Source: an optimization exercise on an open RTL-to-GDS flow (aim: small area, a short achievable clock period and few clock cycles per item). Production flows keep margins and buffers that such runs may drop. Function was checked by simulation only, so behaviour that the tests miss may differ from the original.

## flow/design.v (module list and top-level ports; edited modules follow where they fit)
// module srg_mul_cs: 1513 lines
// module srg_recip_cs: 600 lines
// module srg_fix: 119 lines
// module speed_ramp_generator_unit: 384 lines
module speed_ramp_generator_unit
#(
   parameter int TIME_SCALE = srg_pkg::TIME_SCALE_DEFAULT
) (
   input  wire logic                  clock,
   input  wire logic                  reset,
   input  wire logic                  req_tvalid,
   output logic                       req_tready,
   input  wire logic [63:0]           req_tdata,    
   input  wire logic [srg_pkg::CMD_W-1:0]      req_tuser,    
   output logic                       rsp_tvalid,
   input  wire logic                  rsp_tready,
   output logic [srg_pkg::DATA_W-1:0]          rsp_tdata,    
   output logic [3:0]                 rsp_tuser,    
   input  wire logic                  csr_psel,
   input  wire logic                  csr_penable,
   input  wire logic                  csr_pwrite,
   input  wire logic [srg_pkg::CSR_ADDR_W-1:0] csr_paddr,
   input  wire logic [srg_pkg::DATA_W-1:0]     csr_pwdata,
   output logic [srg_pkg::DATA_W-1:0]          csr_prdata,
   output logic                       csr_pready
);
  // ...
==> flow/flow/run.sh <==
#!/bin/bash
set -euo pipefail
bash standard.sh SETUP_SLACK_MARGIN=6 finish > flow_make.log 2>&1
==> flow/standard.sh <==
#!/bin/bash
# synth_recipe.tcl (not shown) runs the flow's synth.tcl, then flattens the netlist and writes it again
# the make line also repeats each setting of config.mk as NAME=value (left out here)
make -C /OpenROAD-flow-scripts/flow DESIGN_CONFIG=/design/flow/config.mk WORK_HOME=/design/flow/orfs CLKGATE_MAP_FILE= SYNTH_SCRIPT=/design/flow/synth_recipe.tcl "${@:-finish}"
==> flow/config.mk <==
export PLATFORM = sky130hd
export DESIGN_NAME = speed_ramp_generator_unit
export DESIGN_NICKNAME = speed_ramp_generator_unit
export VERILOG_FILES = /design/flow/design.v
export SDC_FILE = /design/flow/constraint.sdc
export NUM_CORES = 4
export LEC_CHECK = 0
export CAP_MARGIN = 20
export CORE_MARGIN = 2
export CORE_UTILIZATION = 40
export SLEW_MARGIN = 20
==> flow/constraint.sdc <==
create_clock -name core_clock -period 12.0 [get_ports {clock}]
set_input_delay 2.4000 -clock core_clock [delete_from_list [all_inputs] [get_ports {clock}]]
set_output_delay 2.4000 -clock core_clock [all_outputs]
set_load 0.01 [all_outputs]
==> flow_summary.toml, run 1 <==
[placement]
place_area_um2 = 71300

[final_layout]
diodes = 2
final_cells = 9393
inverters = 892
seq_cell_count = 633
largest-register = "s2_ms"
multi_input_cells = 5143
clockNetworkAreaShare_pct = 3.63
final_common_cell = "inv_1"
fin_area_um2 = 75400
final-seq-area_um2 = 16300

[critical_path]
critPathKind = "register to register"
crit_start = "s2_ms[11]"
crit_fanout = 3
r2r_end = "s3_e0[6]"
crit_top_cell = "a21o_1"

[synthesis]
synth-edff-count = 360
synth_nets = 8350
netlist.top_cell.by_area = "fa_1"
synth_top_family_by_area = "adder cells"

[status]
outcome = "no timing/DRC/antenna violations"

[floorplan]
pin_count = 181
die_x_um = 413

[sta]
finalSetupViolCount = 0
slew_headroom_pct = 17.7
hold_viol = 0
whs_ns = 0.404

[clocking]
cts-root-buf = "clkbuf_16"
cts_tree = "built"
insertion_delay_ns = 0.72
cts_setup_buffers = 30

[detailed_routing]
drt-wirelength-per-cell_um = 23.9
routed_wl_um = 224000
drtPass1Iterations = 6

[global_route]
overflow = 0

[run]
cap_violations = 0
Testbench counts, summed over its fixed seeds: cycles 11,058, items 9,924.
==> run 2: changes to the inputs <==
==> flow/flow/run.sh (replaced) <==
#!/bin/bash
set -euo pipefail
bash standard.sh SETUP_SLACK_MARGIN=6.5 TNS_END_PERCENT=0 finish > flow_make.log 2>&1
==> flow_summary.toml, run 2 <==
[critical_path]
cp_cell_sequence = "ha_4 -> a21o_1 -> a21o_1 -> a221o_1 -> a21oi_4 -> o221ai_2 -> a21o_1 -> a21o_1 -> a21oi_2 -> o21bai_2 -> a221o_1 -> a221o_1 -> a21o_1 -> a21o_4 -> xor2_4 -> fa_1 -> fa_1 -> fa_1 -> fa_1 -> inv_1 -> fa_1"
critPathCaptureType = "register"
rr_worst_depth = 21
crit_fanout = 3
crit_path_top_delay_cell = "fa_1"
critPathKind = "register to register"
critPathMaxStageDelay_ns = 0.55
critPathLaunchType = "register"
required_ns = 12.42
worst_ep_arrival_time_ns = 6.74

[clocking]
cts_inserted_buffers = 82
path_clk_slew_ns = 0.06
cts_tree = "built"
cts-root-buf = "clkbuf_16"
cts_sinks = 633
insertion_delay_ns = 0.73
clockBufferDepth = 3
htreeDepth = 3

[sta]
hold_viol = 0
finalSetupTns_ns = 0
worst_pin_slew_ns = 1.11
fin_crit_ns = 6.32
finalSetupViolCount = 0
slew_headroom_pct = 26.2
period_share_pct = 52.7
skew_ns = 0.0601
max_freq_ghz = 0.158
rsz0062_at_grt = "yes"
slew_violations = 0

[global_route]
grt_pass1_vias = 54700
grt.total_usage_pct = 25.8
grt_pass1_wl_um = 335000
overflow = 0
antenna_found_initial = 11
grt_max_degree = 171

[detailed_routing]
via_per_inst = 5.72
drc = 0
drtPass1Iterations = 6
drt-wirelength-per-cell_um = 23.6
routed_wl_um = 221000
vias = 53500
drtIter0Drc = 4743
final_antenna_net_count = 0

[final_layout]
largest-register = "s2_ms"
layout_common_cells = "inv_1, fa_1, nand2_1"
num-nets-final = 8341
final_cells = 9354
syn2layout_area_growth_pct = 11.3
final_common_cell = "inv_1"
drive_above_1_share_pct = 7.20
reg_top3 = "s2_ms (63), s2_mc (62), s3_e1 (38)"
largest_register_ffs = 63

[floorplan]
initial_utilization_pct = 40.2
die_y_um = 413
core-area_um2 = 167000
die_x_um = 413
pin_count = 181
floorplan.rows = 150
die_area_um2 = 171000

[synthesis]
yosys.area_share.simple_pct = 9.56
synth_nets = 8350
synth_ff_type = "edfxtp_1"
synth-edff-count = 360
syn-cell-area_um2 = 67000
yosysMostFrequentCell = "inv_1"
synthAdderAreaFrac_pct = 29.3
synthTopCellsByCount = "inv_1, fa_1, nand2_1, a22oi_1, ha_1"
synth_seq_cells = 633
synth_compound_area_share_pct = 16.1
synth_area_leaders = "fa_1, edfxtp_1, ha_1"
synth_area_per_cell_um2 = 9.44
synth-xor-area-share_pct = 10.1
synthMuxAreaShare_pct = 3.21
yosys.cell_types.count = 86
yosysWarnings = 1
synth_top_family_by_area = "adder cells"
synth-seq-area-share_pct = 24.3
netlist.area_leader.share_pct = 20.9
netlist.top_cell.by_area = "fa_1"
syn_inst = 7093
async_flop_share_pct = 0

[placement]
gp_congestion = 0.931
dpl.cell_count = 9177
dp_hpwl_um = 153000
portBuffers = 177

[run]
cap_violations = 0

[status]
outcome = "no timing/DRC/antenna violations"

[hold_path]
hold_depth = 0
hp-class = "register to register"
[run 2: cell counts after synthesis]
Identical to the previous run, type by type.
[run 2: timing repair]
action,CTS,global route
endpoints found under the setup margin,205,237
gates resized for setup,82,12
cloned,2,0
setup buffers,23,1
hold buffers,0,0
pin swaps,16,9
[run 2: cell type report]
cell class                 instances  area [µm²]
clock buffer                     113        2320
inverter                         892        3370
multi-input combinational       5143       46400
fill                           16100       92100
antenna                            1        2.50
tap                             2204        2760
sequential                       633       16300
clock inverter                    36         467
timing repair buffer             332        3000
[run 2: kinds of logic after synthesis]
kind of cell               after synthesis
AOI/OAI and AO/OA                     1600
and+or+nand+nor                       1414
muxes                                  210
xor gates and xnor gates               770
other                                    1
adders and majority gates             1147
DFF                                    633
buffers and inverters                 1318
[run 2: metal layers]
layer,vias to the layer above,global-route usage (%),wire [µm]
li1,24000,-,-
met4,12,11.2,10700
met5,-,0,78
met1,26300,33.4,90600
met2,2484,41.7,101000
met3,703,5.33,18400
[run 2: path summary, 6_finish.rpt]
kind	startpoint	endpoint	slack, ns
max	s2_ms[11]	s3_e0[6]	5.68
min	s2_cmd[2]	s3_cmd[2]	0.42
max reg2reg	s2_ms[11]	s3_e0[6]	5.68
min reg2reg	s2_cmd[2]	s3_cmd[2]	0.42
[run 2: metrics by stage]
stage | worst slack, ns | utilization, % | hold slack, ns | cell area [µm²]
after floorplan | 5.86 | - | 0.400 | 67000
after global placement | 4.49 | 42.8 | 0.403 | 71300
after detailed placement | 4.49 | 42.8 | 0.405 | 71300
after CTS | 5.70 | 44.7 | 0.417 | 74500
after global routing | 5.47 | 44.7 | 0.420 | 74600
final | 5.68 | 44.7 | 0.418 | 74600
[run 2: critical path: cells and delay by family, from the launching register on]
kind | cells | cell delay, ns
compound gates | 13 | 2.68
fa+ha+maj | 6 | 2.65
flops | 1 | 0.42
xor+xnor | 1 | 0.23
buf+inv | 1 | 0.05
==> module speed_ramp_generator_unit, before the edit <==
module speed_ramp_generator_unit
#(
   parameter int TIME_SCALE = srg_pkg::TIME_SCALE_DEFAULT
) (
   input  wire logic                  clock,
   input  wire logic                  reset,
   input  wire logic                  req_tvalid,
   output logic                       req_tready,
   input  wire logic [63:0]           req_tdata,    
   input  wire logic [srg_pkg::CMD_W-1:0]      req_tuser,    
   output logic                       rsp_tvalid,
   input  wire logic                  rsp_tready,
   output logic [srg_pkg::DATA_W-1:0]          rsp_tdata,    
   output logic [3:0]                 rsp_tuser,    
   input  wire logic                  csr_psel,
   input  wire logic                  csr_penable,
   input  wire logic                  csr_pwrite,
   input  wire logic [srg_pkg::CSR_ADDR_W-1:0] csr_paddr,
   input  wire logic [srg_pkg::DATA_W-1:0]     csr_pwdata,
   output logic [srg_pkg::DATA_W-1:0]          csr_prdata,
   output logic                       csr_pready
);
   localparam logic [1:0] F_IDLE = 2'd0;
   localparam logic [1:0] F_SC   = 2'd1;    
   localparam logic [1:0] F_END  = 2'd2;
   localparam logic [1:0] F_BRK  = 2'd3;
   localparam logic [62:0] CAP_LIM = 63'(64'd1000000 << 33);
   localparam logic [33:0] RECIP = 34'd9007199254;
   logic [DATA_W-1:0] ramp_rate_ff, brake_rate_ff, tolerance_ff;
   logic [1:0]        fmode_ff;
   logic [DATA_W-1:0] start_time_ff;
   logic              stall, hazard, accept, pend;
   logic [2:0]        cmd_in;
   logic [DATA_W-1:0] ts_in, ns_in, elapsed_raw;
   logic              f_apply;
   logic              pb_ff, resolve, pb_apply;
   logic [DATA_W-1:0] pbts_ff, st_eff;
   logic [1:0]        fm_eff;
   logic              s1_v, s2_v, s3_v, s4_v;
   logic              s1_risky, s2_risky, s3_risky, s4_risky;   
   logic [2:0]        s1_cmd, s2_cmd, s3_cmd, s4_cmd;
   logic              s1_late, s2_late, s3_late, s4_late;
   logic              s1_brk, s1_zero;
   logic [30:0]       s1_x;           
   logic              s1_x31, s2_x31, s3_x31;  
   logic [62:0]       s2_ms, s2_mc;   
   logic [37:0]       s3_e0, s3_e1;   
   logic [30:0]       s3_plo;         
   logic              s3_cap, s4_cap;
   logic [33:0]       s4_q;           
   logic [1:0]        s4_fix;         
   logic [MODE_W-1:0] mode_ff;
   logic [DATA_W-1:0] speed_ff, start_speed_ff, goal_ff;
   logic              te_ff;
   logic              rsp_valid_ff;
   logic [MODE_W-1:0] mode_in;
   logic [DATA_W-1:0] speed_in, start_speed_in, goal_in;
   logic              te_in, commit, done;
   assign stall      = rsp_valid_ff && !rsp_tready;
   assign cmd_in     = req_tuser;
   assign ts_in      = req_tdata[31:0];
   assign ns_in      = req_tdata[63:32];
   assign pend       = (s1_v && s1_risky) || (s2_v && s2_risky) || (s3_v && s3_risky) ||
                       (s4_v && s4_risky);
   assign hazard     = pb_ff && pend;
   assign resolve    = pb_ff && !pend;
   assign pb_apply   = resolve && (fmode_ff == F_IDLE);
   assign fm_eff     = pb_apply ? F_SC : fmode_ff;
   assign st_eff     = pb_apply ? pbts_ff : start_time_ff;
   assign req_tready = !stall && !hazard;
   assign accept     = req_tvalid && req_tready;
   assign elapsed_raw = ts_in - st_eff;
   always_comb begin
      unique case (cmd_in)
         CMD_BEGIN:                    f_apply = (fm_eff == F_IDLE);
         CMD_END, CMD_BRAKE, CMD_GOAL: f_apply = (fm_eff == F_SC);
         default:                      f_apply = 1'b0;
      endcase
   end
   always_ff @(posedge clock) begin
      if (reset) begin
         fmode_ff      <= F_IDLE;
         start_time_ff <= '0;
         pb_ff         <= 1'b0;
      end else begin
         if (commit && (s4_cmd == CMD_UPDATE) && done &&
             ((mode_ff == MODE_ENDING) || (mode_ff == MODE_BRAKE))) begin
            fmode_ff <= F_IDLE;
         end else if (accept && f_apply) begin
            unique case (cmd_in)
               CMD_END:   fmode_ff <= F_END;
               CMD_BRAKE: fmode_ff <= F_BRK;
               default:   fmode_ff <= F_SC;
            endcase
         end else begin
            fmode_ff <= fm_eff;
         end
         if (accept && f_apply) begin
            start_time_ff <= ts_in;
         end else begin
            start_time_ff <= st_eff;
         end
         if (accept && (cmd_in == CMD_BEGIN) && fm_eff[1] && pend) begin
            pb_ff <= 1'b1;
         end else if (resolve) begin
            pb_ff <= 1'b0;
         end
      end
   end
   always_ff @(posedge clock) begin
      if (accept) begin
         pbts_ff <= ts_in;
      end
   end
   always_ff @(posedge clock) begin
      if (reset) begin
         s1_v <= 1'b0;
         s2_v <= 1'b0;
         s3_v <= 1'b0;
         s4_v <= 1'b0;
      end else if (!stall) begin
         s1_v <= accept;
         s2_v <= s1_v;
         s3_v <= s2_v;
         s4_v <= s3_v;
      end
   end
   always_ff @(posedge clock) begin
      if (!stall) begin
         s1_cmd   <= cmd_in;
         s1_risky <= (cmd_in == CMD_UPDATE) && fm_eff[1];
         s1_late  <= elapsed_raw[DATA_W-1];
         s1_zero  <= elapsed_raw[DATA_W-1] && (cmd_in != CMD_GOAL);
         s1_brk   <= (fm_eff == F_BRK);
         s1_x31   <= ns_in[31];
         if (cmd_in == CMD_GOAL) begin
            s1_x <= ns_in[30:0];
         end else begin
            s1_x <= elapsed_raw[ELAPSED_W-1:0];    
         end
      end
   end
   logic [DATA_W-1:0] rate_op;
   logic [62:0]       ms, mc;
   always_comb begin
      if (s1_cmd == CMD_GOAL) begin
         rate_op = 32'd1;
      end else begin
         rate_op = s1_brk ? brake_rate_ff : ramp_rate_ff;
      end
   end
   srg_mul_cs u_mul (
      .a(rate_op),
      .b(s1_x & ~{31{s1_zero}}),
      .s(ms),
      .c(mc)
   );
   always_ff @(posedge clock) begin
      if (!stall) begin
         s2_cmd   <= s1_cmd;
         s2_risky <= s1_risky;
         s2_late  <= s1_late;
         s2_x31   <= s1_x31;
         s2_ms    <= ms;
         s2_mc    <= mc;
      end
   end
   logic [62:0] prod;
   logic [37:0] e0, e1;
   assign prod = s2_ms + s2_mc;
   srg_recip_cs u_recip (
      .p(prod[52:19]),
      .s(e0),
      .c(e1)
   );
   always_ff @(posedge clock) begin
      if (!stall) begin
         s3_cmd   <= s2_cmd;
         s3_risky <= s2_risky;
         s3_late  <= s2_late;
         s3_x31   <= s2_x31;
         s3_cap   <= (prod[62:39] >= 24'd15625);
         s3_plo   <= prod[30:0];
         s3_e0    <= e0;
         s3_e1    <= e1;
      end
   end
   logic [37:0] est;
   logic [1:0]  fix;
   assign est = s3_e0 + s3_e1;
   srg_fix u_fix (
      .q  (est[19:4]),
      .plo(s3_plo[21:6]),
      .fix(fix)
   );
   always_ff @(posedge clock) begin
      if (!stall) begin
         s4_cmd   <= s3_cmd;
         s4_risky <= s3_risky;
         s4_late  <= s3_late;
         s4_cap   <= s3_cap;
         s4_fix   <= fix;
         s4_q     <= (s3_cmd == CMD_GOAL) ? {2'b00, s3_x31, s3_plo} : est[37:4];
         s4_setss <= s3_setss;
         s4_goal  <= (s3_cmd == CMD_GOAL);
         s4_slope <= s3_slope;
      end
   end
   logic [MODE_W-1:0] m4n;
   logic              m4n_sc, s3_setss, s3_slope, s4_setss, s4_slope, s4_goal;
   always_comb begin
      m4n = mode_ff;
      if (s4_v) begin
         unique case (s4_cmd)
            CMD_BEGIN: if (mode_ff == MODE_IDLE) m4n = MODE_SLOPE;
            CMD_END:   if ((mode_ff == MODE_SLOPE) || (mode_ff == MODE_CONSTANT)) m4n = MODE_ENDING;
            CMD_BRAKE: if ((mode_ff == MODE_SLOPE) || (mode_ff == MODE_CONSTANT)) m4n = MODE_BRAKE;
            CMD_GOAL:  if ((mode_ff == MODE_SLOPE) || (mode_ff == MODE_CONSTANT)) m4n = MODE_SLOPE;
            default: begin
               if ((s4_cmd == CMD_UPDATE) && done &&
                   ((mode_ff == MODE_ENDING) || (mode_ff == MODE_BRAKE))) begin
                  m4n = MODE_IDLE;
               end
            end
         endcase
      end
      m4n_sc = (m4n == MODE_SLOPE) || (m4n == MODE_CONSTANT);
      unique case (s3_cmd)
         CMD_BEGIN: begin
            s3_setss = (m4n == MODE_IDLE);
            s3_slope = (m4n == MODE_IDLE) || (m4n == MODE_SLOPE);
         end
         CMD_END, CMD_BRAKE: begin
            s3_setss = m4n_sc;
            s3_slope = 1'b0;
         end
         CMD_GOAL: begin
            s3_setss = m4n_sc;
            s3_slope = m4n_sc;
         end
         default: begin
            s3_setss = 1'b0;
            s3_slope = (m4n == MODE_SLOPE);
         end
      endcase
   end
   logic [DATA_W-1:0] fix_w;
   logic [DATA_W-1:0] v_sum;
   logic              v_add;
   logic [35:0] dsel_ff, dsel_n, d_up_n, d_dn_n;
   logic [DATA_W-1:0] d_b;
   logic        ramp, up_n, slope_n;
   logic [DATA_W-1:0] ss_n, g_n;
   assign ss_n    = (s4_v && s4_setss) ? speed_ff : start_speed_ff;
   assign g_n     = (s4_v && s4_goal) ? s4_q[DATA_W-1:0] : goal_ff;
   assign slope_n = s4_v ? s4_slope : (mode_ff == MODE_SLOPE);
   assign up_n   = g_n > ss_n;
   assign d_b    = slope_n ? g_n : '0;
   assign d_up_n = 36'(g_n) + {4'hF, ~ss_n} + {4'hF, ~tolerance_ff} + 36'd2;
   assign d_dn_n = 36'(ss_n) + {4'hF, ~d_b} + {4'hF, ~tolerance_ff} + 36'd2;
   assign dsel_n = (slope_n && up_n) ? d_up_n : d_dn_n;
   always_ff @(posedge clock) begin
      dsel_ff <= dsel_n;
      v_add   <= slope_n && up_n;
   end
   logic [35:0] x;
   logic        x_pos, x_big;
   assign ramp   = !dsel_ff[35] && (dsel_ff != 36'd0);
   assign x      = 36'(s4_q) - dsel_ff;
   assign x_pos  = !x[35] && (x[34:0] != 35'd0);       
   assign x_big  = !x[35] && (x[34:1] != 34'd0);       
   always_comb begin
      unique case (s4_fix)
         2'b11:   done = x_big;                        
         2'b00:   done = x_pos;                        
         2'b01:   done = !x[35];                       
         default: done = !x[35] || (x == '1);          
      endcase
      done = done || s4_cap;                           
   end
   assign fix_w  = {{30{s4_fix[1] & s4_fix[0]}}, s4_fix};
   assign v_sum  = start_speed_ff + (s4_q[DATA_W-1:0] ^ {32{!v_add}}) + (fix_w ^ {32{!v_add}}) +
                   (v_add ? 32'd0 : 32'd2);
   assign commit = s4_v && !stall;
   always_comb begin
      mode_in        = mode_ff;
      speed_in       = speed_ff;
      start_speed_in = start_speed_ff;
      goal_in        = goal_ff;
      te_in          = 1'b0;
      unique case (s4_cmd)
         CMD_UPDATE: begin
            if (mode_ff == MODE_SLOPE) begin
               te_in = s4_late;
               if (ramp && !done) begin
                  speed_in = v_sum;
               end else begin
                  speed_in = goal_ff;
                  mode_in  = MODE_CONSTANT;
               end
            end else if ((mode_ff == MODE_ENDING) || (mode_ff == MODE_BRAKE)) begin
               te_in = s4_late;
               if (done) begin
                  speed_in = '0;
                  mode_in  = MODE_IDLE;
               end else begin
                  speed_in = v_sum;
               end
            end
         end
         CMD_BEGIN: begin
            if (mode_ff == MODE_IDLE) begin
               mode_in        = MODE_SLOPE;
               start_speed_in = speed_ff;
            end
         end
         CMD_END, CMD_BRAKE: begin
            if ((mode_ff == MODE_SLOPE) || (mode_ff == MODE_CONSTANT)) begin
               mode_in        = (s4_cmd == CMD_END) ? MODE_ENDING : MODE_BRAKE;
               start_speed_in = speed_ff;
            end
         end
         CMD_GOAL: begin
            goal_in = s4_q[DATA_W-1:0];
            if ((mode_ff == MODE_SLOPE) || (mode_ff == MODE_CONSTANT)) begin
               mode_in        = MODE_SLOPE;
               start_speed_in = speed_ff;
            end
         end
         default: begin
         end
      endcase
   end
   always_ff @(posedge clock) begin
      if (reset) begin
         mode_ff        <= MODE_IDLE;
         speed_ff       <= '0;
         start_speed_ff <= '0;
         goal_ff        <= '0;
         te_ff          <= 1'b0;
         rsp_valid_ff   <= 1'b0;
      end else begin
         if (commit) begin
            mode_ff        <= mode_in;
            speed_ff       <= speed_in;
            start_speed_ff <= start_speed_in;
            goal_ff        <= goal_in;
            te_ff          <= te_in;
            rsp_valid_ff   <= 1'b1;
         end else if (rsp_tready) begin
            rsp_valid_ff <= 1'b0;
         end
      end
   end
   assign rsp_tvalid = rsp_valid_ff;
   assign rsp_tdata  = speed_ff;
   assign rsp_tuser  = {te_ff, mode_ff};
   logic              csr_write;
   assign csr_pready = 1'b1;
   assign csr_write  = csr_psel && csr_penable && csr_pwrite;
   always_ff @(posedge clock) begin
      if (reset) begin
         ramp_rate_ff  <= '0;
         brake_rate_ff <= '0;
         tolerance_ff  <= '0;
      end else if (csr_write) begin
         unique case (csr_paddr[3:2])
            REG_RAMP_RATE:  ramp_rate_ff  <= csr_pwdata;
            REG_BRAKE_RATE: brake_rate_ff <= csr_pwdata;
            REG_TOLERANCE:  tolerance_ff  <= csr_pwdata;
            default: begin
            end
         endcase
      end
   end
   always_comb begin
      unique case (csr_paddr[3:2])
         REG_RAMP_RATE:  csr_prdata = ramp_rate_ff;
         REG_BRAKE_RATE: csr_prdata = brake_rate_ff;
         REG_TOLERANCE:  csr_prdata = tolerance_ff;
         default:        csr_prdata = '0;
      endcase
   end
endmodule
==> run 3: changes to the inputs <==
--- a/flow/design.v
+++ b/flow/design.v
@@ -2623,6 +2623,7 @@
    assign rsp_tdata  = speed_ff;
    assign rsp_tuser  = {te_ff, mode_ff};
    logic              csr_write;
+   logic [DATA_W-1:0] prdata_ff;
    assign csr_pready = 1'b1;
    assign csr_write  = csr_psel && csr_penable && csr_pwrite;
    always_ff @(posedge clock) begin
@@ -2640,13 +2641,14 @@
          endcase
       end
    end
-   always_comb begin
+   always_ff @(posedge clock) begin
       unique case (csr_paddr[3:2])
-         REG_RAMP_RATE:  csr_prdata = ramp_rate_ff;
-         REG_BRAKE_RATE: csr_prdata = brake_rate_ff;
-         REG_TOLERANCE:  csr_prdata = tolerance_ff;
-         default:        csr_prdata = '0;
+         REG_RAMP_RATE:  prdata_ff <= ramp_rate_ff;
+         REG_BRAKE_RATE: prdata_ff <= brake_rate_ff;
+         REG_TOLERANCE:  prdata_ff <= tolerance_ff;
+         default:        prdata_ff <= '0;
       endcase
    end
+   assign csr_prdata = prdata_ff;
 endmodule
 `default_nettype wire
==> flow_summary.toml, run 3 <==
[placement]
dp_hpwl_um = 156000
post-place-ws_ns = 4.95
dpl.cell_count = 9268
portBuffers = 177
gp_congestion = 0.917

[synthesis]
yosysMostFrequentCell = "inv_1"
yosysWarnings = 1
syn_inst = 7176
synth-seq-area-share_pct = 24.9
async_flop_share_pct = 0
synth_nets = 8433
synthTopCellsByCount = "inv_1, fa_1, nand2_1, a22oi_1, ha_1"
synth_seq_cells = 665
syn-cell-area_um2 = 67900
synth_ff_type = "edfxtp_1"
synth-edff-count = 360
yosys.cell_types.count = 92
synth_area_leaders = "fa_1, edfxtp_1, dfxtp_1"
synth_area_per_cell_um2 = 9.46
netlist.top_cell.by_area = "fa_1"
netlist.area_leader.share_pct = 20.6

[clocking]
cts_inserted_buffers = 79
cts-root-buf = "clkbuf_16"
postCtsHoldBufs = 0
htreeDepth = 3
cts_tree = "built"
path_clk_slew_ns = 0.07
clockBufferDepth = 3
insertion_delay_ns = 0.70
cts_sinks = 665

[status]
outcome = "no timing/DRC/antenna violations"

[final_layout]
largest_register_ffs = 63
syn2layout_area_growth_pct = 11.3
layout_common_cells = "inv_1, fa_1, nand2_1"
nFillCells = 16300
drive_above_1_share_pct = 7.37
final-seq-area_um2 = 16900
reg_top3 = "s2_ms (63), s2_mc (62), s3_e1 (38)"
final_cells = 9465
num-nets-final = 8438
multi_input_area_um2 = 46800
largest-register = "s2_ms"
final_common_cell = "inv_1"

[sta]
slew_violations = 0
period_share_pct = 50.3
skew_ns = 0.0388
finalSetupViolCount = 0
max_freq_ghz = 0.166
worst_pin_slew_ns = 1.09
fin_crit_ns = 6.04
hold_viol = 0
finalWorstSetupSlack_ns = 5.96
rsz0062_at_grt = "yes"
finalSetupTns_ns = 0
slew_headroom_pct = 27.4

[floorplan]
floorplan.rows = 151
pin_count = 181
die_area_um2 = 173000
initial_utilization_pct = 40.2
die_y_um = 416
die_x_um = 416
core-area_um2 = 169000

[critical_path]
timing.rr.start = "s2_mc[11]"
r2r_end = "s3_e0[3]"
required_ns = 12.39
rr_worst_depth = 21
reg2reg_slack_ns = 5.96
critPathLaunchType = "register"
critPathCaptureType = "register"
crit_fanout = 5
critPathKind = "register to register"
worst_ep_arrival_time_ns = 6.43

[detailed_routing]
drt-wirelength-per-cell_um = 23.8
drtPass1Iterations = 6
drtIter0Drc = 4879
drc = 0
final_antenna_net_count = 0
routed_wl_um = 225000
vias = 54500
via_per_inst = 5.75

[run]
cap_violations = 0

[global_route]
grt_max_degree = 127
antenna_found_initial = 3
grt.total_usage_pct = 25.8
overflow = 0
grt_pass1_wl_um = 342000
grt_pass1_vias = 55200

[hold_path]
hold_depth = 0
hp-class = "register to register"
hp-start = "s2_cmd[0]"
min_to = "s3_cmd[0]"
==> run 3: cell types whose count changed after synthesis, sizes merged, moves of 11 or more <==
cell    change
nand2      +20
a21o       -12
a32oi      +30
a221oi     -33
a31oi      +18
nor2       -19
a21oi      -14
a211oi     +37
or2        +11
dfxtp      +32
o21a       +11
nor3       -24
and2       +13
==> run 3: how the worst max path moves through the flow <==
| stage | depth (start not counted) | slack [ns] | startpoint | end |
|---|---|---|---|---|
| CTS | 21 | 5.98 | s2_mc[0] | s3_e0[14] |
| global route | 18 | 5.75 | s2_mc[4] | s3_e0[12] |
| global placement | 19 | 4.92 | s2_ms[0] | s3_e0[6] |
| detailed placement | 19 | 4.95 | s2_ms[0] | s3_e0[6] |
| floorplan | 8 | 3.65 | rsp_tready | te_ff |
| finish | 21 | 5.96 | s2_mc[11] | s3_e0[3] |
==> run 3: cell type report <==
class | count | share of cell area, %
Multi-Input combinational cell | 5198 | 61.9
Sequential cell | 665 | 22.4
Inverter | 887 | 4.45
Timing Repair Buffer | 350 | 4.17
Tap cell | 2218 | 3.67
Clock buffer | 107 | 2.91
Clock inverter | 36 | 0.503
Antenna cell | 4 | 0.0132
==> run 3: kinds of logic after synthesis <==
family          Yosys count  share of synthesized area, %
xor+xnor                760                          9.83
buf+inv                1313                          7.32
compound gates         1645                          16.2
simple gates           1439                          9.74
flops                   665                          24.9
other cells               1                       0.00553
fa+ha+maj              1147                          28.9
mux                     206                          3.11
==> run 3: routing by layer <==
metal  track usage, %  share of wire, %  vias to the layer above
met1             33.5                41                    26900
met5                0            0.0058                        -
met3             4.15               7.6                      688
li1                 -                 -                    24400
met2             41.8                46                     2472
met4             12.5               5.5                        2
==> run 3: critical path, stage by stage (launching register included) <==
cell and delay (ns):
edfxtp_1 0.42, ha_4 0.26, and2_4 0.17, a22o_1 0.20, a21o_1 0.20, buf_4 0.16, nor4_4 0.21, buf_4 0.18
nor4_4 0.05, or4b_4 0.59, a41o_4 0.29, a21o_1 0.18, a21oi_2 0.19, xor2_2 0.14, buf_4 0.16, clkinvlp_4 0.12
buf_4 0.16, fa_1 0.53, fa_1 0.45, fa_1 0.54, inv_1 0.05, fa_1 0.50
==> run 3: what timing repair did <==
item | 4_1_cts | 5_1_grt
pin swaps | 55 | 15
gates resized for setup | 85 | 13
endpoints found under the setup margin | 233 | 300
setup buffers | 43 | 5
==> run 3: stage by stage <==
stage	hold slack (ns)	area (µm²)	utilization (%)
detailed placement	0.408	72100	42.7
CTS	0.414	75400	44.6
global route	0.427	75500	44.7
global placement	0.403	72100	42.7
finish	0.414	75600	44.7
floorplan	0.400	68000	-
Testbench counts of run 3, summed over its fixed seeds: cycles 11,058, items 9,924.
==> run 4: changes to the inputs <==
==> flow/flow/run.sh (replaced) <==
#!/bin/bash
set -euo pipefail
bash standard.sh SETUP_SLACK_MARGIN=6.5 finish > flow_make.log 2>&1
==> flow_summary.toml, run 4 <==
[sta]
skew_ns = 0.0401
finalSetupTns_ns = 0
rsz0062_at_grt = "yes"
slew_violations = 0
fin_crit_ns = 5.90
slew_headroom_pct = 24.7
period_share_pct = 49.2
max_freq_ghz = 0.169
worst_pin_slew_ns = 1.13
hold_viol = 0
finalSetupViolCount = 0

[global_route]
grt.total_usage_pct = 26.1
antenna_found_initial = 4
grt_max_degree = 161
grt_pass1_wl_um = 346000
overflow = 0
grt_pass1_vias = 56300

[clocking]
postCtsHoldBufs = 0
insertion_delay_ns = 0.69
cts_tree = "built"
clockBufferDepth = 3
cts_sinks = 665
cts-root-buf = "clkbuf_16"
htreeDepth = 3
path_clk_slew_ns = 0.06
cts_inserted_buffers = 79

[synthesis]
netlist.top_cell.by_area = "fa_1"
synth-seq-area-share_pct = 24.9
synth-edff-count = 360
async_flop_share_pct = 0
netlist.area_leader.share_pct = 20.6
synth_area_per_cell_um2 = 9.46
syn-cell-area_um2 = 67900
yosysWarnings = 1
synthTopCellsByCount = "inv_1, fa_1, nand2_1, a22oi_1, ha_1"
yosys.cell_types.count = 92
synth_ff_type = "edfxtp_1"
synth_area_leaders = "fa_1, edfxtp_1, dfxtp_1"
yosysMostFrequentCell = "inv_1"
synth_nets = 8433
synth_seq_cells = 665
syn_inst = 7176

[floorplan]
pin_count = 181
core-area_um2 = 169000
die_y_um = 416
die_x_um = 416
die_area_um2 = 173000
initial_utilization_pct = 40.2
floorplan.rows = 151

[detailed_routing]
final_antenna_net_count = 0
drc = 0
routed_wl_um = 231000
drtIter0Drc = 5295
drt-wirelength-per-cell_um = 24.1
vias = 55200
drtPass1Iterations = 6
via_per_inst = 5.78

[critical_path]
required_ns = 12.41
critPathLaunchType = "register"
crit_fanout = 4
rr_worst_depth = 20
timing.rr.start = "s2_ms[0]"
critPathCaptureType = "register"
reg2reg_slack_ns = 6.10
critPathKind = "register to register"
worst_ep_arrival_time_ns = 6.32
r2r_end = "s3_e0[3]"

[final_layout]
postLayoutCoreUtil_pct = 46.3
layout_common_cells = "inv_1, fa_1, nand2_1"
syn2layout_area_growth_pct = 15.2
final_cells = 9558
num-nets-final = 8532
largest_register_ffs = 63
largest-register = "s2_ms"
final_common_cell = "inv_1"
drive_above_1_share_pct = 11.7
reg_top3 = "s2_ms (63), s2_mc (62), s3_e1 (38)"

[placement]
gp_congestion = 0.931
dpl.cell_count = 9261
dp_hpwl_um = 156000
portBuffers = 177

[run]
cap_violations = 0

[hold_path]
hp-start = "s2_cmd[0]"
hold_depth = 0
hp-class = "register to register"
min_to = "s3_cmd[0]"

[status]
outcome = "no timing/DRC/antenna violations"
## run 4: cell counts after synthesis
No cell type changed its count.
## run 4: timing repair
action | CTS | global route
setup endpoints to repair | 173 | 136
gates resized for setup | 260 | 217
buffers inserted | 86 | 55
gates cloned | 3 | 6
endpoints found under the hold margin | 0 | 0
pin swaps | 125 | 114
## run 4: how the worst max path moves through the flow
stage | startpoint | endpoint | slack, ns
finish | s2_ms[0] | s3_e0[3] | 6.10
CTS | s2_ms[0] | s3_e0[3] | 6.13
global placement | s2_ms[2] | s3_e0[12] | 5.19
floorplan | rsp_tready | te_ff | 3.65
global route | s2_ms[0] | s3_e0[9] | 5.96
detailed placement | s2_ms[2] | s3_e0[12] | 5.19
## run 4: cells by family (layout without fill, tap and decap cells)
family          Yosys count  in the layout  share of synthesized area (%)
xor+xnor                760            760                           9.83
simple gates           1439           1441                           9.74
other cells               1              2                        0.00553
fa+ha+maj              1147           1147                           28.9
buf+inv                1313           1474                           7.32
mux                     206            206                           3.11
flops                   665            665                           24.9
compound gates         1645           1645                           16.2
## run 4: cell type report
type	count	area [µm²]
well taps	2218	2780
clock inverters	42	383
multi-input cells	5200	48100
fillers	16000	90700
flip-flops and latches	665	16900
clock buffers	103	2230
inverters	887	3390
repair buffers	442	4440
diodes	1	2.50
## run 4: through the flow
step / setup WS [ns] / cell area, µm² / hold slack (ns)
floorplan: 3.65 / 68300 / 0.400
global placement: 5.19 / 72200 / 0.404
detailed placement: 5.19 / 72300 / 0.405
CTS: 6.13 / 76800 / 0.418
global route: 5.96 / 78200 / 0.425
finish: 6.10 / 78200 / 0.418
## run 4: worst max-delay path, cell delays in order (launching register included)
cell	delay (ns)
edfxtp_1	0.42
ha_4	0.19
ha_4	0.16
a211oi_4	0.24
nor2_2	0.07
o311a_1	0.41
nor4_4	0.13
buf_4	0.18
nor4_4	0.05
or4b_4	0.55
a41o_4	0.29
a311o_1	0.39
a21oi_4	0.19
xor2_4	0.25
buf_6	0.13
buf_6	0.09
fa_1	0.43
fa_2	0.57
fa_1	0.39
inv_1	0.08
fa_2	0.42
## run 4: per-layer routing
metal  share of wire (%)  GRT usage [%]  vias to the layer above
met5              0.0056              0                        -
met4                 5.7           13.6                        2
met3                 7.9           4.61                      735
met2                  46           42.5                     2559
met1                  40           33.1                    27300
li1                    -              -                    24600
==> run 5: changes to the inputs <==
==> flow/flow/run.sh (replaced) <==
#!/bin/bash
set -euo pipefail
bash standard.sh SETUP_SLACK_MARGIN=6.5 TNS_END_PERCENT=10 finish > flow_make.log 2>&1
==> flow_summary.toml, run 5 <==
[status]
outcome = "no timing/DRC/antenna violations"

[hold_path]
hold_depth = 0
hp-class = "register to register"

[clocking]
cts_tree = "built"
htreeDepth = 3
cts_sinks = 665
clockBufferDepth = 3
cts_inserted_buffers = 80
path_clk_slew_ns = 0.06
cts-root-buf = "clkbuf_16"
insertion_delay_ns = 0.70

[critical_path]
critPathMaxStageDelay_ns = 0.66
path_buf_inv = 5
critPathKind = "register to register"
crit_top_cell = "fa_1"
crit_path_top_delay_cell = "fa_2"
critPathCaptureType = "register"
cp_cell_sequence = "ha_4 -> and2_4 -> a22o_1 -> a21o_1 -> buf_4 -> nor2_1 -> nor4_4 -> or4b_4 -> a41o_1 -> a21oi_2 -> o21ai_1 -> xnor2_1 -> buf_4 -> clkinvlp_4 -> fa_2 -> inv_2 -> fa_1 -> fa_1 -> inv_1 -> fa_1"
rr_worst_depth = 20
crit_cells = 20
worst_ep_arrival_time_ns = 6.47
required_ns = 12.41
critPathTopFamily = "adder cells"
critPathLaunchType = "register"
crit_fanout = 7

[sta]
slew_headroom_pct = 26.7
fin_crit_ns = 6.06
hold_viol = 0
finalSetupTns_ns = 0
finalSetupViolCount = 0
worst_pin_slew_ns = 1.09
max_freq_ghz = 0.165
rsz0062_at_grt = "yes"
slew_violations = 0
skew_ns = 0.0459
period_share_pct = 50.5
whs_ns = 0.422

[floorplan]
die_y_um = 416
die_x_um = 416
core-area_um2 = 169000
floorplan.rows = 151
die_area_um2 = 173000
initial_utilization_pct = 40.2
pin_count = 181

[detailed_routing]
drtPass1Iterations = 6
drc = 0
drtIter0Drc = 5248
final_antenna_net_count = 0
via_per_inst = 5.76
drt-wirelength-per-cell_um = 23.8
vias = 54900
routed_wl_um = 227000

[synthesis]
synthTopCellsByCount = "inv_1, fa_1, nand2_1, a22oi_1, ha_1"
synth_seq_cells = 665
syn-cell-area_um2 = 67900
yosysMostFrequentCell = "inv_1"
syn_inst = 7176
synth_nets = 8433
synth-seq-area-share_pct = 24.9
netlist.area_leader.share_pct = 20.6
synth_area_per_cell_um2 = 9.46
synth-edff-count = 360
async_flop_share_pct = 0
synth_ff_type = "edfxtp_1"
yosysWarnings = 1
yosys.cell_types.count = 92
netlist.top_cell.by_area = "fa_1"
synth_area_leaders = "fa_1, edfxtp_1, dfxtp_1"

[placement]
place_area_um2 = 72000
dp_hpwl_um = 154000
portBuffers = 177
gp_congestion = 0.943

[global_route]
antenna_found_initial = 7
grt.busiest_layer = "met2"
grt_pass1_wl_um = 340000
grtUsageMet1_pct = 33.3
met2_usage_pct = 41.6
overflow = 0
grt_pass1_vias = 55100
globalRouteMet3Util_pct = 4.53
grt_max_degree = 143
grt.total_usage_pct = 25.6

[final_layout]
syn2layout_area_growth_pct = 13.8
layout_common_cells = "inv_1, fa_1, nand2_1"
nFillCells = 16000
num-nets-final = 8505
final_common_cell = "inv_1"
final-seq-area_um2 = 16900
largest_register_ffs = 63
reg_top3 = "s2_ms (63), s2_mc (62), s3_e1 (38)"
largest-register = "s2_ms"
fin_area_um2 = 77200
drive_above_1_share_pct = 9.40
multi_input_area_um2 = 47300

[run]
cap_violations = 0
run 5: cell types whose count changed in the layout (fill, tap and decap cells not counted), sizes merged, moves of 2 or more:
cell,delta
clkinvlp,+2
clkbuf,-2
diode,+3
buf,-21
clkinv,-8
bufbuf,-2
run 5: worst paths after layout:
check	startpoint	endpoint	slack, ns
hold / removal	s2_cmd[0]	s3_cmd[0]	0.42
setup / recovery	s2_mc[12]	s3_e0[6]	5.94
hold reg to reg	s2_cmd[0]	s3_cmd[0]	0.42
setup reg to reg	s2_mc[12]	s3_e0[6]	5.94
run 5: stage by stage:
stage | setup slack (ns) | util [%] | std cells
after floorplan | 3.65 | - | 7176
after global routing | 5.76 | 45.7 | 9531
final | 5.94 | 45.7 | 9533
after global placement | 4.90 | 42.6 | 9264
after CTS | 5.90 | 44.9 | 9471
after detailed placement | 4.86 | 42.6 | 9264
run 5: timing repair:
item,CTS,global route
cloned,0,6
resized for setup,117,219
pin swaps,60,61
setup endpoints to repair,175,181
setup buffers,62,51
hold buffers,0,0
run 5: cell families after synthesis:
group,count (synthesis),synth area share (%)
AND/OR/NAND/NOR,1439,9.74
multiplexers,206,3.11
buffers and inverters,1313,7.32
AO/OA/AOI/OAI,1645,16.2
other,1,0.00553
flip-flops,665,24.9
adder cells (fa/ha/maj),1147,28.9
XOR/XNOR,760,9.83
run 5: final cells by class:
type	instances	area share, %
Antenna cell	4	0.0130
Clock buffer	107	2.95
Clock inverter	38	0.548
Inverter	887	4.36
Multi-Input combinational cell	5200	61.3
Sequential cell	665	21.9
Tap cell	2218	3.59
Timing Repair Buffer	414	5.33
run 5: metal layers:
layer	part of all wire [%]	wire length, µm	up-vias
met5	0.0057	13	-
met4	5.2	11700	2
met3	7.9	18000	696
met2	46	105000	2491
met1	41	92300	27100
li1	-	-	24600
==> run 6: changes to the inputs <==
==> flow/flow/run.sh (replaced) <==
#!/bin/bash
set -euo pipefail
bash standard.sh SETUP_SLACK_MARGIN=7 TNS_END_PERCENT=0 finish > flow_make.log 2>&1
==> flow_summary.toml, run 6 <==
[clocking]
cts_inserted_buffers = 79
cts_tree = "built"
insertion_delay_ns = 0.70
postCtsHoldBufs = 0
clockBufferDepth = 3
cts-root-buf = "clkbuf_16"
cts_sinks = 665
htreeDepth = 3
path_clk_slew_ns = 0.07

[critical_path]
path_buf_inv = 6
crit_path_top_delay_cell = "or4b_4"
critPathTopFamily = "adder cells"
required_ns = 12.39
cp_cell_sequence = "ha_4 -> and2_4 -> a22o_1 -> a21o_1 -> buf_4 -> nor4_4 -> buf_4 -> nor4_4 -> or4b_4 -> a41o_4 -> a21o_1 -> a21oi_2 -> xor2_2 -> buf_4 -> clkinvlp_4 -> buf_4 -> fa_1 -> fa_1 -> fa_1 -> inv_1 -> fa_1"
crit_fanout = 5
critPathMaxStageDelay_ns = 0.59
reg2reg_slack_ns = 5.96
worst_ep_arrival_time_ns = 6.43
rr_worst_depth = 21
critPathCaptureType = "register"
critPathKind = "register to register"
timing.rr.start = "s2_mc[11]"
crit_cells = 21
critPathLaunchType = "register"
r2r_end = "s3_e0[3]"

[global_route]
overflow = 0
grt_max_degree = 127
grt_pass1_wl_um = 342000
grt_pass1_vias = 55200
grt.total_usage_pct = 25.8
antenna_found_initial = 3

[final_layout]
largest_register_ffs = 63
multi_input_area_um2 = 46800
largest-register = "s2_ms"
layout_common_cells = "inv_1, fa_1, nand2_1"
num-nets-final = 8438
postLayoutCoreUtil_pct = 44.7
final_common_cell = "inv_1"
final-seq-area_um2 = 16900
reg_top3 = "s2_ms (63), s2_mc (62), s3_e1 (38)"
syn2layout_area_growth_pct = 11.3
nFillCells = 16300
drive_above_1_share_pct = 7.37

[synthesis]
syn-cell-area_um2 = 67900
yosysWarnings = 1
synth-edff-count = 360
synth-seq-area-share_pct = 24.9
synth_area_leaders = "fa_1, edfxtp_1, dfxtp_1"
yosysMostFrequentCell = "inv_1"
synthTopCellsByCount = "inv_1, fa_1, nand2_1, a22oi_1, ha_1"
synth_seq_cells = 665
synth_nets = 8433
synth_area_per_cell_um2 = 9.46
yosys.cell_types.count = 92
syn_inst = 7176
netlist.area_leader.share_pct = 20.6
synth_ff_type = "edfxtp_1"
async_flop_share_pct = 0
netlist.top_cell.by_area = "fa_1"

[placement]
dp_hpwl_um = 156000
portBuffers = 177
post-place-ws_ns = 4.95
gp_congestion = 0.917

[sta]
slew_violations = 0
skew_ns = 0.0388
worst_pin_slew_ns = 1.09
slew_headroom_pct = 27.4
max_freq_ghz = 0.166
rsz0062_at_grt = "yes"
whs_ns = 0.414
hold_viol = 0
finalSetupTns_ns = 0
finalWorstSetupSlack_ns = 5.96
fin_crit_ns = 6.04
finalSetupViolCount = 0
period_share_pct = 50.3

[detailed_routing]
final_antenna_net_count = 0
drc = 0
via_per_inst = 5.75
dr_wl_met2_um = 104000
drtPass1Iterations = 6
wl_met3_um = 17100
vias = 54500
drtIter0Drc = 4879
wl_met1_um = 91700
dr.max_layer_used = "met5"
routed_wl_um = 225000
drt-wirelength-per-cell_um = 23.8

[hold_path]
hp-class = "register to register"
hold_depth = 0
min_to = "s3_cmd[0]"
hp-start = "s2_cmd[0]"

[floorplan]
core-area_um2 = 169000
initial_utilization_pct = 40.2
die_area_um2 = 173000
die_y_um = 416
die_x_um = 416
floorplan.rows = 151
pin_count = 181

[status]
outcome = "no timing/DRC/antenna violations"

[run]
cap_violations = 0
==> run 6: cell types whose count changed in the layout (fill, tap and decap cells not counted), moves of 10 or more <==
cell and delta:
buf_6 -21, fa_1 +20, inv_1 +10, buf_12 -19, mux2i_1 +16, fa_2 -20
==> run 6: how the worst max path moves through the flow <==
| stage | start | end |
|---|---|---|
| floorplan | rsp_tready | te_ff |
| global placement | s2_ms[0] | s3_e0[6] |
| detailed placement | s2_ms[0] | s3_e0[6] |
| CTS | s2_mc[0] | s3_e0[14] |
| global route | s2_mc[4] | s3_e0[12] |
| finish | s2_mc[11] | s3_e0[3] |
==> run 6: cells by family after synthesis <==
| kind of cell | synth area share [%] |
|---|---|
| AOI/OAI and AO/OA | 16.2 |
| DFF | 24.9 |
| and+or+nand+nor | 9.74 |
| buffers and inverters | 7.32 |
| adders and majority gates | 28.9 |
| xor gates and xnor gates | 9.83 |
| other | 0.00553 |
| muxes | 3.11 |
==> run 6: cell type report <==
| type | instances | area share (%) |
|---|---|---|
| well taps | 2218 | 3.67 |
| repair buffers | 350 | 4.17 |
| inverters | 887 | 4.45 |
| flip-flops and latches | 665 | 22.4 |
| clock inverters | 36 | 0.503 |
| clock buffers | 107 | 2.91 |
| multi-input cells | 5198 | 61.9 |
| diodes | 4 | 0.0132 |
==> run 6: per-layer routing <==
layer	vias up	GRT usage, %
li1	24400	-
met5	-	0
met3	688	4.15
met1	26900	33.5
met4	2	12.5
met2	2472	41.8
==> run 6: timing repair <==
item                                    in CTS  in global routing
buffers inserted                            43                  5
gates resized for setup                     85                 13
endpoints found under the hold margin        0                  0
pin swaps                                   55                 15
endpoints found under the setup margin     352                350
==> run 6: stage by stage <==
stage | cells | area (µm²)
after floorplan | 7176 | 68000
after global placement | 9268 | 72100
after detailed placement | 9268 | 72100
after CTS | 9454 | 75400
after global routing | 9461 | 75500
final | 9465 | 75600
==> run 7: changes to the inputs <==
==> flow/flow/run.sh (replaced) <==
#!/bin/bash
set -euo pipefail
bash standard.sh SETUP_SLACK_MARGIN=6.2 TNS_END_PERCENT=0 finish > flow_make.log 2>&1
==> flow_summary.toml, run 7 <==
[status]
outcome = "no timing/DRC/antenna violations"

[floorplan]
floorplan.rows = 151
die_x_um = 416
die_area_um2 = 173000
core-area_um2 = 169000
die_y_um = 416
pin_count = 181
initial_utilization_pct = 40.2

[clocking]
postCtsHoldBufs = 0
path_clk_slew_ns = 0.07
insertion_delay_ns = 0.70
clockBufferDepth = 3
htreeDepth = 3
cts-root-buf = "clkbuf_16"
cts_sinks = 665
cts_tree = "built"
cts_inserted_buffers = 79

[detailed_routing]
via_per_inst = 5.75
vias = 54500
drt-wirelength-per-cell_um = 23.8
routed_wl_um = 225000
drc = 0
final_antenna_net_count = 0
drtIter0Drc = 4879
drtPass1Iterations = 6

[critical_path]
crit_path_top_delay_cell = "or4b_4"
required_ns = 12.39
critPathLaunchType = "register"
critPathCaptureType = "register"
critPathMaxStageDelay_ns = 0.59
worst_ep_arrival_time_ns = 6.43
critPathKind = "register to register"
critPathTopFamily = "adder cells"
cp_cell_sequence = "ha_4 -> and2_4 -> a22o_1 -> a21o_1 -> buf_4 -> nor4_4 -> buf_4 -> nor4_4 -> or4b_4 -> a41o_4 -> a21o_1 -> a21oi_2 -> xor2_2 -> buf_4 -> clkinvlp_4 -> buf_4 -> fa_1 -> fa_1 -> fa_1 -> inv_1 -> fa_1"
path_buf_inv = 6
crit_fanout = 5

[final_layout]
syn2layout_area_growth_pct = 11.3
num-nets-final = 8438
nFillCells = 16300
largest-register = "s2_ms"
reg_top3 = "s2_ms (63), s2_mc (62), s3_e1 (38)"
layout_common_cells = "inv_1, fa_1, nand2_1"
largest_register_ffs = 63
final_common_cell = "inv_1"
drive_above_1_share_pct = 7.37

[synthesis]
synth_area_leaders = "fa_1, edfxtp_1, dfxtp_1"
syn_inst = 7176
synth_nets = 8433
syn-cell-area_um2 = 67900
synth_seq_cells = 665
synthTopCellsByCount = "inv_1, fa_1, nand2_1, a22oi_1, ha_1"
synth_ff_type = "edfxtp_1"
netlist.area_leader.share_pct = 20.6
async_flop_share_pct = 0
yosys.cell_types.count = 92
yosysMostFrequentCell = "inv_1"
yosysWarnings = 1
synth-edff-count = 360
synth_area_per_cell_um2 = 9.46
netlist.top_cell.by_area = "fa_1"
synth-seq-area-share_pct = 24.9

[global_route]
grt_pass1_wl_um = 342000
antenna_found_initial = 3
grt_pass1_vias = 55200
grt_max_degree = 127
grt.busiest_layer = "met2"
grt.total_usage_pct = 25.8
met2_usage_pct = 41.8
overflow = 0
grtUsageMet1_pct = 33.5
globalRouteMet3Util_pct = 4.15

[placement]
dp_hpwl_um = 156000
gp_congestion = 0.917
portBuffers = 177

[sta]
slew_violations = 0
rsz0062_at_grt = "yes"
max_freq_ghz = 0.166
period_share_pct = 50.3
slew_headroom_pct = 27.4
finalSetupViolCount = 0
hold_viol = 0
worst_pin_slew_ns = 1.09
finalSetupTns_ns = 0
fin_crit_ns = 6.04
skew_ns = 0.0388

[hold_path]
hp-class = "register to register"

[run]
cap_violations = 0
[run 7: cell counts in the layout (fill, tap and decap cells not counted)]
No cell type changed its count.
[run 7: worst paths after layout]
| check | slack, ns | from | cells after the start | endpoint |
|---|---|---|---|---|
| setup / recovery | 5.96 | s2_mc[11] | 21 | s3_e0[3] |
| hold / removal | 0.41 | s2_cmd[0] | 0 | s3_cmd[0] |
| setup reg to reg | 5.96 | s2_mc[11] | 21 | s3_e0[3] |
| hold reg to reg | 0.41 | s2_cmd[0] | 0 | s3_cmd[0] |
[run 7: repair_timing]
action                                  CTS  global route
pin swaps                                55            15
buffers inserted                         43             5
resized for setup                        85            13
endpoints found under the setup margin  122           141
[run 7: cell type report]
class                           count  area [µm²]  area share, %
Sequential cell                   665       16900           22.4
Tap cell                         2218        2780           3.67
Timing Repair Buffer              350        3150           4.17
Multi-Input combinational cell   5198       46800           61.9
Clock buffer                      107        2200           2.91
Clock inverter                     36         380          0.503
Inverter                          887        3360           4.45
Antenna cell                        4        10.0         0.0132
[run 7: layer usage]
layer	up-vias	routed length, µm
li1	24400	-
met1	26900	91700
met2	2472	104000
met3	688	17100
met4	2	12500
met5	-	13
[run 7: through the flow]
| step | setup WS (ns) | instances | util (%) | cell area, µm² | hold slack [ns] |
|---|---|---|---|---|---|
| floorplan | 3.65 | 7176 | - | 68000 | 0.400 |
| global placement | 4.92 | 9268 | 42.7 | 72100 | 0.403 |
| detailed placement | 4.95 | 9268 | 42.7 | 72100 | 0.408 |
| CTS | 5.98 | 9454 | 44.6 | 75400 | 0.414 |
| global route | 5.75 | 9461 | 44.7 | 75500 | 0.427 |
| finish | 5.96 | 9465 | 44.7 | 75600 | 0.414 |
[run 7: cells by family after synthesis]
group / count (synthesis) / synth area share [%]
other cells: 1 / 0.00553
xor+xnor: 760 / 9.83
compound gates: 1645 / 16.2
fa+ha+maj: 1147 / 28.9
buf+inv: 1313 / 7.32
simple gates: 1439 / 9.74
mux: 206 / 3.11
flops: 665 / 24.9
==> run 8: changes to the inputs <==
==> flow/flow/run.sh (replaced) <==
#!/bin/bash
set -euo pipefail
bash standard.sh SETUP_SLACK_MARGIN=6.5 TNS_END_PERCENT=0 finish > flow_make.log 2>&1
--- a/flow/config.mk
+++ b/flow/config.mk
@@ -7,5 +7,5 @@
 export LEC_CHECK = 0
 export CAP_MARGIN = 20
 export CORE_MARGIN = 2
-export CORE_UTILIZATION = 40
+export CORE_UTILIZATION = 50
 export SLEW_MARGIN = 20
==> flow_summary.toml, run 8 <==
[synthesis]
synth_area_per_cell_um2 = 9.46
synth-xor-area-share_pct = 9.83
syn-cell-area_um2 = 67900
yosys.area_share.simple_pct = 9.74
syn_inst = 7176
synthAdderAreaFrac_pct = 28.9
netlist.area_leader.share_pct = 20.6
synth_ff_type = "edfxtp_1"
yosysMostFrequentCell = "inv_1"
synth_compound_area_share_pct = 16.2
yosys.cell_types.count = 92
synth_seq_cells = 665
yosysWarnings = 1
netlist.top_cell.by_area = "fa_1"
synthMuxAreaShare_pct = 3.11
synth_area_leaders = "fa_1, edfxtp_1, dfxtp_1"
synth-edff-count = 360
synthTopCellsByCount = "inv_1, fa_1, nand2_1, a22oi_1, ha_1"
synth_top_family_by_area = "adder cells"
synth_nets = 8433
async_flop_share_pct = 0
synth-seq-area-share_pct = 24.9

[floorplan]
floorplan.rows = 135
initial_utilization_pct = 50.2
die_x_um = 372
pin_count = 181
die_y_um = 372
core-area_um2 = 135000
die_area_um2 = 139000

[sta]
hold_viol = 0
slew_violations = 0
rsz0062_at_grt = "yes"
slew_headroom_pct = 15.7
max_freq_ghz = 0.160
fin_crit_ns = 6.24
finalSetupViolCount = 0
finalWorstSetupSlack_ns = 5.76
finalSetupTns_ns = 0
worst_pin_slew_ns = 1.26
whs_ns = 0.417
period_share_pct = 52.0
skew_ns = 0.0625

[global_route]
grt_max_degree = 164
antenna_found_initial = 5
grt_pass1_vias = 55000
grt.total_usage_pct = 32.2
grt_pass1_wl_um = 337000
overflow = 0

[final_layout]
final_common_cell = "inv_1"
diodes = 0
final-seq-area_um2 = 16900
multi_input_area_um2 = 46800
drive_above_1_share_pct = 7.91
largest-register = "s2_ms"
syn2layout_area_growth_pct = 11.4
nFillCells = 12100
reg_top3 = "s2_ms (63), s2_mc (62), s3_e1 (38)"
num-nets-final = 8479
layout_common_cells = "inv_1, fa_1, nand2_1"
largest_register_ffs = 63

[run]
cap_violations = 0

[critical_path]
critPathMaxStageDelay_ns = 0.42
timing.rr.start = "s2_ms[0]"
critPathCaptureType = "register"
crit_path_top_delay_cell = "edfxtp_1"
worst_ep_arrival_time_ns = 6.66
critPathTopFamily = "buffers and inverters"
critPathKind = "register to register"
path_buf_inv = 39
r2r_end = "s3_plo[6]"
endpoint = "s3_plo[6]"
crit_start = "s2_ms[0]"
crit_cells = 45
reg2reg_slack_ns = 5.76
crit_top_cell = "buf_4"
critPathLaunchType = "register"
crit_fanout = 2
rr_worst_depth = 45
required_ns = 12.42

[detailed_routing]
drtIter0Drc = 4956
drtPass1Iterations = 7
drc = 0
vias = 54200
routed_wl_um = 223000
drt-wirelength-per-cell_um = 24.6
via_per_inst = 5.97
final_antenna_net_count = 0

[clocking]
insertion_delay_ns = 0.71
cts_sinks = 665
clockBufferDepth = 3
cts_inserted_buffers = 81
htreeDepth = 3
cts-root-buf = "clkbuf_16"
cts_tree = "built"
path_clk_slew_ns = 0.06

[placement]
dp_hpwl_um = 154000
post-place-ws_ns = 5.08
gp_congestion = 0.925
portBuffers = 177

[hold_path]
hp-class = "register to register"

[status]
outcome = "no timing/DRC/antenna violations"
run 8: changes by cell type in the layout (fill, tap and decap cells not counted), sizes merged:
cell      before  now
buf          175  211
clkinv        25   35
clkbuf       107  103
diode          4    0
bufinv         3    6
inv          884  882
bufbuf         0    1
clkinvlp      11   12
nor2         369  370
or2           24   25
run 8: area by class of cell:
cell class	count	share of cell area, %
repair buffers	387	4.63
inverters	887	4.44
flip-flops and latches	665	22.4
clock inverters	48	0.745
clock buffers	103	2.91
well taps	1781	2.95
multi-input cells	5200	61.9
run 8: metrics by stage:
stage / area [µm²] / std cells / util, %
2_1_floorplan: 68000 / 7176 / -
4_1_cts: 75400 / 9060 / 55.8
5_1_grt: 75600 / 9071 / 55.9
3_5_place_dp: 71500 / 8827 / 52.9
3_3_place_gp: 71500 / 8827 / 52.9
6_report: 75600 / 9071 / 55.9
run 8: metal layers:
metal / global-route usage, % / routed length (µm)
met1: 41.7 / 91100
met2: 51.3 / 102000
met3: 7.26 / 18900
met4: 14.7 / 11400
met5: 0 / 36
run 8: worst register-to-register path: cells and delay by family, from the launching register on:
family	cells	cell delay, ns
buffers and inverters	39	4.63
AOI/OAI and AO/OA	3	0.47
DFF	1	0.42
adders and majority gates	2	0.38
and+or+nand+nor	1	0.07
run 8: cells by family after synthesis:
| logic type | after synthesis |
|---|---|
| other | 1 |
| adders and majority gates | 1147 |
| muxes | 206 |
| DFF | 665 |
| AOI/OAI and AO/OA | 1645 |
| and+or+nand+nor | 1439 |
| buffers and inverters | 1313 |
| xor gates and xnor gates | 760 |
run 8: worst min path at each step:
stage,start,endpoint,cells past startpoint
global route,s2_x31,s3_x31,0
floorplan,s1_late,s2_late,0
detailed placement,s2_late,s3_late,0
CTS,s1_late,s2_late,0
global placement,s3_cap,s4_cap,0
finish,s1_late,s2_late,0
run 8: timing repair:
item                       4_1_cts  5_1_grt
cloned                           2        1
pin swaps                       34       23
resized for setup               87       30
setup endpoints to repair      275      251
hold buffers                     0        0
buffers inserted                80       10

==> what the ideal ports hide <==
In the flow no input, the clock included, has a driving cell. The finished layouts below were timed again as built, in two steps. Step 1: set_driving_cell puts a clkbuf_16 on clock and a buf_2 on each other input, an assumption about the parent block. Step 2, shift: input delay + t, output delay - t, t = (earliest + latest rising clock arrival at the registers) / 2. This alone moves slack from input paths to output paths. Three values: no drivers, after step 1, after step 2; two values: the first two.
run | t (ns) | setup slack, ns | worst setup path at the end | clock arrival spread, ns
run 1 | 0.762 | 5.733 / 5.733 / 5.440 | input to register | 0.067 / 0.067
run 2 | 0.785 | 5.680 / 5.671 / 5.012 | input to register | 0.061 / 0.060
run 3 | 0.760 | 5.959 / 5.959 / 5.422 | input to register | 0.042 / 0.041
run 4 | 0.748 | 6.097 / 6.097 / 5.937 | input to register | 0.040 / 0.040
run 5 | 0.764 | 5.941 / 5.941 / 5.416 | input to register | 0.048 / 0.048
run 6 | 0.760 | 5.959 / 5.959 / 5.422 | input to register | 0.042 / 0.041
run 7 | 0.760 | 5.959 / 5.959 / 5.422 | input to register | 0.042 / 0.041
run 8 | 0.772 | 5.763 / 5.763 / 5.387 | input to register | 0.069 / 0.069
After both steps setup and hold are still met in every run listed. For run 2, which loses most, drivers alone change the setup slack by -0.009 ns; drivers and shift together by -0.668 ns.
